Background: an optimization exercise with open tools, aiming at small area, a short achievable clock period and few clock cycles. Do not read the settings as production practice. Power and IR drop assume default switching activity.

== the reference run ==
==> flow/design.v (excerpt) <==
module smeTop
(
    input  logic       clk,
    input  logic       reset,
    input  logic [7:0] charData,
    input  logic       isString,
    input  logic       isPattern,
    output logic       valid,
    output logic       match,
    output logic [4:0] matchIndex
);
Settings: LEC_CHECK=0, CAP_MARGIN=20, CORE_MARGIN=2, CORE_UTILIZATION=60, CTS_BUF_LIST=sky130_fd_sc_hd__clkbuf_4 sky130_fd_sc_hd__clkbuf_8, CTS_CLUSTER_DIAMETER=60, CTS_CLUSTER_SIZE=14, SETUP_SLACK_MARGIN=4.5, SLEW_MARGIN=20; clock period 7.0 ns.
run.sh (not shown) runs the stock make flow with config.mk's settings and CLKGATE_MAP_FILE= SYNTH_SCRIPT=/design/flow/synth_recipe.tcl, a recipe that flattens the netlist after the stock synthesis.
#### Input delta (the trial run over the reference run)
-- flow/config.mk --
<<< the reference run, line 9
export CORE_MARGIN = 2
export CORE_UTILIZATION = 60
export CTS_BUF_LIST = sky130_fd_sc_hd__clkbuf_4 sky130_fd_sc_hd__clkbuf_8
export CTS_CLUSTER_DIAMETER = 60
export CTS_CLUSTER_SIZE = 14
export SETUP_SLACK_MARGIN = 4.5
>>> the trial run, line 9
export CORE_MARGIN = 2
export CORE_UTILIZATION = 40
export CTS_BUF_LIST = sky130_fd_sc_hd__clkbuf_4 sky130_fd_sc_hd__clkbuf_8
export SETUP_SLACK_MARGIN = 4.5
The trial run went all the way through synthesis, placement and routing and the layout is clean on timing, DRC and antenna.
Compared with the reference run, in the trial run detailed placement HPWL climbed 1400 µm; global-route wire length before repair climbed 2300 µm; sequential share of layout area dropped 1.9 points; number of fill cells climbed 77%.
In the flow results for the trial run and the reference run, the count of clock-buffer cells in the layout is larger on the trial run.
Function was not checked in any run of this note: the RTL went through the layout flow alone.


The RTL this note starts from:
==> flow/design.v <==
package smePkg;
    typedef logic [8-1:0] smeChar;
    typedef logic [5-1:0] smeIndex;
    typedef struct packed {
        smeChar [8-1:0] chars;
        smeChar prevChar;
        smeChar endChar;
        logic atStart;
        logic atEnd;
    } smeWindow;
    typedef struct packed {
        smeChar [8-1:0] core;
        logic [3:0] coreLen;
        logic anchorStart;
        logic anchorEnd;
    } smePattern;
    typedef enum logic [1:0] {
        loadString,
        loadPattern,
        scan,
        result
    } smeState;
endpackage
`timescale 1ns/10ps
module smeTop
(
    input  logic       clk,
    input  logic       reset,
    input  logic [7:0] charData,
    input  logic       isString,
    input  logic       isPattern,
    output logic       valid,
    output logic       match,
    output logic [4:0] matchIndex
);
    localparam int S = 32;
    function automatic logic geConst(input logic [4:0] a, input int b);
        logic r;
        r = 1'b1;
        for (int k = 0; k < 5; k++)
        begin
            if (b[k])
                r = a[k] & r;
            else
                r = a[k] | r;
        end
        geConst = r;
    endfunction
    function automatic logic gt5(input logic [4:0] a, input logic [4:0] b);
        logic r;
        r = 1'b0;
        for (int k = 0; k < 5; k++)
        begin
            r = (a[k] & ~b[k]) | (~(a[k] ^ b[k]) & r);
        end
        gt5 = r;
    endfunction
    function automatic logic [4:0] sub5(input logic [4:0] a, input logic [4:0] b);
        logic borrow;
        borrow = 1'b0;
        for (int k = 0; k < 5; k++)
        begin
            sub5[k] = a[k] ^ b[k] ^ borrow;
            borrow = (~a[k] & b[k]) | (~(a[k] ^ b[k]) & borrow);
        end
    endfunction
    function automatic logic [4:0] add5(input logic [4:0] a, input logic [4:0] b);
        logic carry;
        carry = 1'b0;
        for (int k = 0; k < 5; k++)
        begin
            add5[k] = a[k] ^ b[k] ^ carry;
            carry = (a[k] & b[k]) | ((a[k] ^ b[k]) & carry);
        end
    endfunction
    function automatic logic [4:0] inc5(input logic [4:0] a);
        logic carry;
        carry = 1'b1;
        for (int k = 0; k < 5; k++)
        begin
            inc5[k] = a[k] ^ carry;
            carry = a[k] & carry;
        end
    endfunction
    function automatic logic [5:0] highest(input logic [S-1:0] v);
        logic [5:0] n1 [16];
        logic [5:0] n2 [8];
        logic [5:0] n3 [4];
        logic [5:0] n4 [2];
        for (int a = 0; a < 16; a++)
            n1[a] = v[2*a+1] ? {1'b1, 4'd0, 1'b1} : {v[2*a], 5'd0};
        for (int a = 0; a < 8; a++)
            n2[a] = n1[2*a+1][5] ? {1'b1, 3'd0, 1'b1, n1[2*a+1][0]} : {n1[2*a][5], 3'd0, 1'b0, n1[2*a][0]};
        for (int a = 0; a < 4; a++)
            n3[a] = n2[2*a+1][5] ? {1'b1, 2'd0, 1'b1, n2[2*a+1][1:0]} : {n2[2*a][5], 2'd0, 1'b0, n2[2*a][1:0]};
        for (int a = 0; a < 2; a++)
            n4[a] = n3[2*a+1][5] ? {1'b1, 1'd0, 1'b1, n3[2*a+1][2:0]} : {n3[2*a][5], 1'd0, 1'b0, n3[2*a][2:0]};
        highest = n4[1][5] ? {1'b1, 1'b1, n4[1][3:0]} : {n4[0][5], 1'b0, n4[0][3:0]};
    endfunction
    logic [7:0] ring [S];
    logic [S-1:0] cand;
    logic isStringQ;
    logic isPatternQ;
    logic [4:0] sPos;
    logic [4:0] snPos;       
    logic [4:0] kPos;
    logic caretQ;        
    logic dollarQ;       
    always_ff @(posedge clk)
    begin
        ring[0] <= isString ? charData : ring[S-1];
        for (int p = 1; p < S; p++)
        begin
            ring[p] <= ring[p-1];
        end
    end
    always_ff @(posedge clk)
    begin
        sPos <= (isString && !isStringQ) ? 5'd0 : inc5(sPos);
        snPos <= isString ? 5'd31 : inc5(snPos);
    end
    logic [S-1:0] isS0;
    logic [S-1:0] isSN;
    logic [S-1:0] kLe;
    always_comb
    begin
        for (int q = 0; q < S; q++)
        begin
            isS0[q] = (sPos == 5'(q));
            isSN[q] = (snPos == 5'(q));
            kLe[q] = geConst(kPos, q);
        end
    end
    logic isDot;
    logic isCaret;
    logic isDollar;
    logic [S-1:0] eq;
    logic [S-1:0] sp;
    logic [S-1:0] dl;
    assign isDot = (charData == 8'h2e);
    assign isCaret = (charData == 8'h5e);
    assign isDollar = (charData == 8'h24);
    always_comb
    begin
        for (int q = 0; q < S; q++)
        begin
            eq[q] = (ring[q] == charData);
            sp[q] = (ring[q] == 8'h20);
            dl[q] = (ring[q] == 8'h24);
        end
    end
    logic [S-1:0] base;
    logic [S-1:0] startOk;
    always_comb
    begin
        for (int q = 0; q < S; q++)
        begin
            startOk[q] = sp[q] || isS0[(q+S-1)%S];
            base[q] = cand[q] && (!dollarQ || (dl[(q+1)%S] && !isSN[(q+1)%S]));
        end
    end
    logic [S-1:0] candX;
    logic [S-1:0] candY;
    logic keepY;
    always_comb
    begin
        for (int q = 0; q < S; q++)
        begin
            if (!isPatternQ)
            begin
                candX[q] = 1'b1;
                candY[q] = startOk[q];
            end
            else if (caretQ)
            begin
                candX[q] = cand[q];
                candY[q] = 1'b0;
            end
            else
            begin
                candX[q] = base[q] && !isSN[q];
                candY[q] = base[q];
            end
        end
        keepY = isPatternQ ? (!caretQ && isDollar) : isCaret;
    end
    logic selY;
    logic selDot;
    logic selEq;
    assign selY = keepY;
    assign selDot = !keepY && isDot;
    assign selEq = !keepY;
    always_ff @(posedge clk)
    begin
        for (int q = 0; q < S; q++)
        begin
            cand[q] <= (selY && candY[q]) || (selDot && candX[q]) || (selEq && candX[q] && eq[q]);
        end
        caretQ <= !isPatternQ && isCaret;
        dollarQ <= isPatternQ && !caretQ && isDollar;
        if (isPattern && !isPatternQ)
        begin
            kPos <= isCaret ? inc5(sPos) : sPos;
        end
    end
    logic [S-1:0] fin;
    logic [S-1:0] finLo;
    always_comb
    begin
        for (int q = 0; q < S; q++)
        begin
            fin[q] = cand[q] && (!dollarQ || sp[(q+1)%S] || isSN[(q+1)%S]);
            finLo[q] = fin[q] && kLe[q];
        end
    end
    logic [5:0] hLo;
    logic [5:0] hAll;
    logic [4:0] hitPos;
    logic hitAny;
    logic resPend;
    assign hLo = highest(finLo);
    assign hAll = highest(fin);
    always_ff @(posedge clk or posedge reset)
    begin
        if (reset)
        begin
            isStringQ <= 1'b0;
            isPatternQ <= 1'b0;
            resPend <= 1'b0;
            valid <= 1'b0;
        end
        else
        begin
            isStringQ <= isString;
            isPatternQ <= isPattern;
            resPend <= isPatternQ && !isPattern;
            valid <= resPend;
        end
    end
    logic [4:0] loPos;
    logic loLeK;
    logic [4:0] hitIdx;
    logic hitOk;
    logic [4:0] nM1;
    always_ff @(posedge clk)
    begin
        nM1 <= add5(sPos, ~snPos);
        loPos <= sub5(kPos, nM1);
        loLeK <= !gt5(nM1, kPos);
    end
    assign hitIdx = sub5(kPos, hitPos);
    assign hitOk = hitAny && (loLeK ? (!gt5(loPos, hitPos) && !gt5(hitPos, kPos))
                                    : (!gt5(loPos, hitPos) || !gt5(hitPos, kPos)));
    always_ff @(posedge clk)
    begin
        hitPos <= hLo[5] ? hLo[4:0] : hAll[4:0];
        hitAny <= hAll[5];
        match <= hitOk;
        matchIndex <= hitOk ? hitIdx : 5'd0;
    end
endmodule
Settings: LEC_CHECK=0, CAP_MARGIN=20, CORE_MARGIN=2, CORE_UTILIZATION=40, CTS_BUF_LIST=sky130_fd_sc_hd__clkbuf_4 sky130_fd_sc_hd__clkbuf_8, SETUP_SLACK_MARGIN=4.5, SLEW_MARGIN=20; clock period 7.0 ns.
The baseline ran to the end with no violations.
Next try:
Settings changed: CORE_UTILIZATION 40 to 60, CTS_CLUSTER_DIAMETER from default to 60, CTS_CLUSTER_SIZE from default to 14.
After rerunning: The new run completed with no timing, DRC or antenna violations; global-route usage goes up by 11 points; final area goes down by a few percent; core utilization goes up by 21 points; sequential share of layout area goes up by 2.4 points; worst hold slack barely changes; register-to-register slack is better by 0.02 ns; worst setup slack is better by 0.024 ns; power goes down by about a fifth; via count goes down slightly.
No functional check of the RTL was part of any run of this note.

==> static timing again, ports no longer ideal <==
The flow's constraints put no driver on any port. The routed layouts listed below were extracted and timed again, unchanged, in two steps.
Step 1 assumes that a clkbuf_16 drives the clock port and a buf_2 every other input.
Step 2 also shifts input and output timing later by t, the mid clock arrival at the registers, as if the neighbouring blocks saw the same clock.
Slacks: ideal / step 1 / step 2; pairs: ideal / step 1.
run	t, ns	setup slack, ns	worst setup path after step 2	clock arrival spread, ns	worst register clock-pin slew, ns
the reference run	0.665	3.470 / 3.470 / 3.470	register to register	0.027 / 0.027	0.10 / 0.10
the trial run	0.652	3.595 / 3.595 / 3.595	register to register	0.033 / 0.032	0.07 / 0.07
the first run of note 2	0.647	4.228 / 4.228 / 3.675	input to register	0.054 / 0.054	0.08 / 0.08
the second run of note 2	0.667	4.251 / 4.251 / 3.797	input to register	0.073 / 0.073	0.10 / 0.10
After both steps every run listed still meets setup and hold. The setup slack of the first run of note 2, which loses most, moves by 0.000 ns with the drivers and by -0.553 ns with both steps.
